This is an optimization exercise on Yosys and OpenROAD, whose aim is small area, a short achievable clock period and few clock cycles per item, not a production implementation.
Function was checked by simulation only, so behaviour that the tests miss may differ from the original.

run A:
## complex_div
module complex_div #(
  parameter int data_in_w  = 8,
  parameter int data_out_w = 16,
  parameter int frac_w     = 8
) (
  input  logic                         clk,
  input  logic                         reset_n,
  input  logic signed [data_in_w-1:0]  a_real,
  input  logic signed [data_in_w-1:0]  a_imag,
  input  logic signed [data_in_w-1:0]  b_real,
  input  logic signed [data_in_w-1:0]  b_imag,
  input  logic                         in_valid,
  output logic                         in_ready,
  output logic signed [data_out_w-1:0] out_real,
  output logic signed [data_out_w-1:0] out_imag,
  output logic                         out_valid,
  input  logic                         out_ready,
  output logic                         div_zero,
  output logic                         sat
);
  localparam int NS = 16;    
  localparam int DW = 16;    
  localparam int SPS = 1;    
  localparam int NT = NS / SPS;  
  logic          adv;                
  logic [NT+4:0] vld;                
  logic          kv;                 
  logic          push, pop, o_free;
  assign in_ready = adv;
  logic [7:0] ar0, ai0, br0, bi0;
  logic [3:0] br_one, br_two, br_neg, bi_one, bi_two, bi_neg;
  function automatic logic [11:0] booth(input logic [7:0] b);
    logic [3:0] o, t, n;
    logic       b2, b1, b0;
    for (int k = 0; k < 4; k++) begin
      b2   = b[2*k+1];
      b1   = b[2*k];
      b0   = (k == 0) ? 1'b0 : b[2*k-1];
      o[k] = b1 ^ b0;
      t[k] = (b2 & ~b1 & ~b0) | (~b2 & b1 & b0);
  ...
Size: roughly 1400 flip-flops, roughly 72 I/O pins.
clock: 7.0 ns
lec_check: 0
abc_clock_period_in_ps: 3100
cap_margin: 20
core_margin: 2
core_utilization: 60
cts_buf_list: sky130_fd_sc_hd__clkbuf_8
cts_cluster_size: 24
setup_slack_margin: 3.8
slew_margin: 20
run.sh (not shown) runs the stock make flow with config.mk's settings and CLKGATE_MAP_FILE= SYNTH_SCRIPT=/design/flow/synth_recipe.tcl, a recipe that flattens the netlist after the stock synthesis.
Testbench counts of run A, summed over its fixed seeds: cycles 3,376, items 3,200.
### run A -> run B
Settings: ABC_CLOCK_PERIOD_IN_PS removed (was 3100); CORE_UTILIZATION changed from 60 to 70.
Findings:
Of run B and run A, the run reporting the lower met2 layer usage reported by global route was run A.
On via count, run A beats run B.
Run B vs run A — sequential share of cell area rose 0.36 points.
Between run B and run A, the number of antenna repair diodes is lower for run A.
Run B against run A: post-placement cell count shrank by about 3.4%; clock skew increased by 14 ps relative to the old numbers; number of max-capacitance violations reported roughly the same.
What run C does differently from run B at the input level:
Settings: CTS_CLUSTER_SIZE: 24 -> unset; CORE_UTILIZATION: 70 -> 60; CTS_BUF_LIST: sky130_fd_sc_hd__clkbuf_8 -> unset.
## What came out
Run B → run C: setup slack grew by 8.4 ps, number of search-and-repair iterations in the first detailed-routing pass rose 1.
Summary of run C over run B: multi-input logic portion of the cell area has decreased, cell area after placement has increased.
g_step[5].g_reg.g_rem.dd[0]$_DFFE_PP_ as the launch point of the critical path was reported by run B, and g_step[3].g_reg.g_rem.dd[0]$_DFFE_PP_ by run C.
Relative to run C, the following input files were edited for run D:
Settings: CTS_BUF_LIST newly set to sky130_fd_sc_hd__clkbuf_8; CTS_CLUSTER_SIZE newly set to 24; ABC_AREA newly set to 1; SETUP_SLACK_MARGIN changed from 3.8 to 3.9.
==> results.txt <==
The worst endpoint required time reported for run D is greater than that of run C by 170 ps. Run C has higher final area than run D. Clock buffer count from CTS, run D vs run C: up by more than a quarter. Where total via count after detailed routing is concerned, run C is better than run D. Area share of buffers outside the clock network was lower in run D than in run C. All of run C and run D finish clean. [run D] average wire length per cell after detail routing fell 4.8% relative to run C. The lower area after synthesis came out of run C. Number of buffers added for setup after CTS: run D vs run C down 22.


## v56
Starting RTL as in the previous note.
## complex_div
module complex_div #(
  parameter int data_in_w  = 8,
  parameter int data_out_w = 16,
  parameter int frac_w     = 8
) (
  input  logic                         clk,
  input  logic                         reset_n,
  input  logic signed [data_in_w-1:0]  a_real,
  input  logic signed [data_in_w-1:0]  a_imag,
  input  logic signed [data_in_w-1:0]  b_real,
  input  logic signed [data_in_w-1:0]  b_imag,
  input  logic                         in_valid,
  output logic                         in_ready,
  output logic signed [data_out_w-1:0] out_real,
  output logic signed [data_out_w-1:0] out_imag,
  output logic                         out_valid,
  input  logic                         out_ready,
  output logic                         div_zero,
  output logic                         sat
);
make LEC_CHECK=0 ABC_AREA=1 CAP_MARGIN=20 CORE_MARGIN=2 CORE_UTILIZATION=65 CTS_BUF_LIST=sky130_fd_sc_hd__clkbuf_8 CTS_CLUSTER_SIZE=24 SETUP_SLACK_MARGIN=3.8 SLEW_MARGIN=20 finish   # period 7.0 ns
Testbench counts of v56, summed over its fixed seeds: cycles 3,376, items 3,200.
Setup changes, v56 to v31
# v56
export LEC_CHECK = 0
export ABC_AREA = 1
export CAP_MARGIN = 20
export CORE_MARGIN = 2
export CORE_UTILIZATION = 65
export CTS_BUF_LIST = sky130_fd_sc_hd__clkbuf_8
export CTS_CLUSTER_SIZE = 24
export SETUP_SLACK_MARGIN = 3.8
export SLEW_MARGIN = 20
create_clock -name core_clock -period 7.0 [get_ports {clk}]
# v31
export LEC_CHECK = 0
export CAP_MARGIN = 20
export CORE_MARGIN = 2
export CORE_UTILIZATION = 60
export CTS_BUF_LIST = sky130_fd_sc_hd__clkbuf_8
export CTS_CLUSTER_SIZE = 24
export SETUP_SLACK_MARGIN = 3.9
export SLEW_MARGIN = 20
create_clock -name core_clock -period 7.0 [get_ports {clk}]
Notes after the runs:
v56 did not stop at any stage, and its layout met the timing, DRC and antenna checks.
v31 closes out successfully: all stages finished, all timing, DRC and antenna checks passed.
Compared with v56, v31 shows a final weighted congestion of routability-driven global placement that is 0.044 lower.
Going from v56 to v31, net count of the mapped netlist moved down, count of plain and timing-repair buffers rose by about 160%, count of cell types in the netlist increased by 28 relative to the old numbers, sequential share of layout area decreased by 1.2 points relative to the old numbers, maximum single-stage delay on the critical path now larger.
Diff v56 and v31: multi-input combinational cell area lower in v56
v31 ends up with higher initial antenna violation count than v56 does.
Modified inputs, v13 compared to v31
# v31
export LEC_CHECK = 0
export CAP_MARGIN = 20
export CORE_MARGIN = 2
export CORE_UTILIZATION = 60
export CTS_BUF_LIST = sky130_fd_sc_hd__clkbuf_8
export CTS_CLUSTER_SIZE = 24
export SETUP_SLACK_MARGIN = 3.9
export SLEW_MARGIN = 20
create_clock -name core_clock -period 7.0 [get_ports {clk}]
# v13
export LEC_CHECK = 0
export ABC_AREA = 1
export CAP_MARGIN = 20
export CORE_MARGIN = 2
export CORE_UTILIZATION = 60
export CTS_BUF_LIST = sky130_fd_sc_hd__clkbuf_8
export CTS_CLUSTER_SIZE = 24
export SETUP_SLACK_MARGIN = 3.8
export SLEW_MARGIN = 20
create_clock -name core_clock -period 7.0 [get_ports {clk}]
==> results.txt <==
- v13 completed end to end with timing, DRC and antenna clean.
- v13 does better than v31 on cell area.
- Lower adder-cell share of the synthesized area among v13 and v31: v13
- Re fraction of final layout cells sized beyond drive strength 1: v13 is 1.5 points down on v31.
- Largest fanout on the critical path ends up higher on v13.
- Compared with v31, v13 shows a higher die area.
- Clock buffer count is higher on v31
- Summary of the comparison: global placement routability congestion is higher in v13, relative to v31.
- NOTE: proportion of synthesized chip area in sequential cells in v13 falls short of that of v31
### v13 -> v1
# v13
export LEC_CHECK = 0
export ABC_AREA = 1
export CAP_MARGIN = 20
export CORE_MARGIN = 2
export CORE_UTILIZATION = 60
export CTS_BUF_LIST = sky130_fd_sc_hd__clkbuf_8
export CTS_CLUSTER_SIZE = 24
export SETUP_SLACK_MARGIN = 3.8
export SLEW_MARGIN = 20
create_clock -name core_clock -period 7.0 [get_ports {clk}]
# v1
export LEC_CHECK = 0
export ABC_AREA = 1
export CAP_MARGIN = 20
export CORE_MARGIN = 2
export CORE_UTILIZATION = 60
export CTS_BUF_LIST = sky130_fd_sc_hd__clkbuf_8 sky130_fd_sc_hd__clkbuf_16
export CTS_CLUSTER_SIZE = 24
export SETUP_SLACK_MARGIN = 3.8
export SLEW_MARGIN = 20
create_clock -name core_clock -period 7.0 [get_ports {clk}]
--- outcome ---
Sort v1 and v13 by share of final-layout standard cells stronger than drive strength 1 desc -> top: v13
Diff v13 -> v1: worst path required time went down 2.03 ns, clock insertion delay at the later pin of the skew report went down 0.17 ns.
v1 reports its uppermost signal routing layer after detailed routing as met5 while v13 reports met4.
Non-clock buffer count, v1 vs v13: down slightly
Worst relative slew slack ends up higher on v13.
Maximum achievable frequency in v1 is about 0.9% lower than in v13
On register-to-register slack, v1 and v13 are neck and neck.

[static timing again, ports no longer ideal]
The flow's constraints put no driver on any port. The routed layouts listed below were extracted and timed again, unchanged, in two steps. Step 1, drivers: a clkbuf_16 drives clk and a buf_2 each remaining input, both assumed. Step 2 times the ports against the registers' clock, not the clock port: input delays grow and output delays shrink by t, the midpoint of the rising clock arrivals with the driver on. Slacks: ideal / step 1 / step 2; pairs: ideal / step 1.
run | shift t [ns] | setup slack, ns | worst hold slack (ns) | worst setup path after step 2 | worst register clock-pin slew, ns
run A | 0.990 | 3.895 / 3.862 / 3.744 | 0.413 / 0.390 / 0.413 | input to register | 0.07 / 0.07
run B | 0.952 | 3.835 / 3.793 / 3.835 | 0.398 / 0.398 / 0.398 | register to register | 0.08 / 0.08
run C | 0.833 | 3.843 / 3.843 / 3.725 | 0.408 / 0.408 / 0.408 | input to register | 0.07 / 0.07
run D | 1.000 | 3.919 / 3.919 / 3.919 | 0.398 / 0.378 / 0.398 | register to register | 0.07 / 0.07
v56 | 1.014 | 3.861 / 3.785 / 3.930 | 0.392 / 0.360 / 0.392 | register to register | 0.07 / 0.07
v31 | 0.997 | 3.879 / 3.806 / 3.730 | 0.412 / 0.378 / 0.412 | input to register | 0.07 / 0.07
v13 | 1.002 | 3.901 / 3.837 / 3.901 | 0.397 / 0.376 / 0.397 | register to register | 0.07 / 0.07
v1 | 0.837 | 3.871 / 3.798 / 3.899 | 0.396 / 0.396 / 0.396 | register to register | 0.07 / 0.07
After both steps every run listed still meets setup and hold. For run A, which loses most, drivers alone change the setup slack by -0.033 ns; drivers and shift together by -0.151 ns.
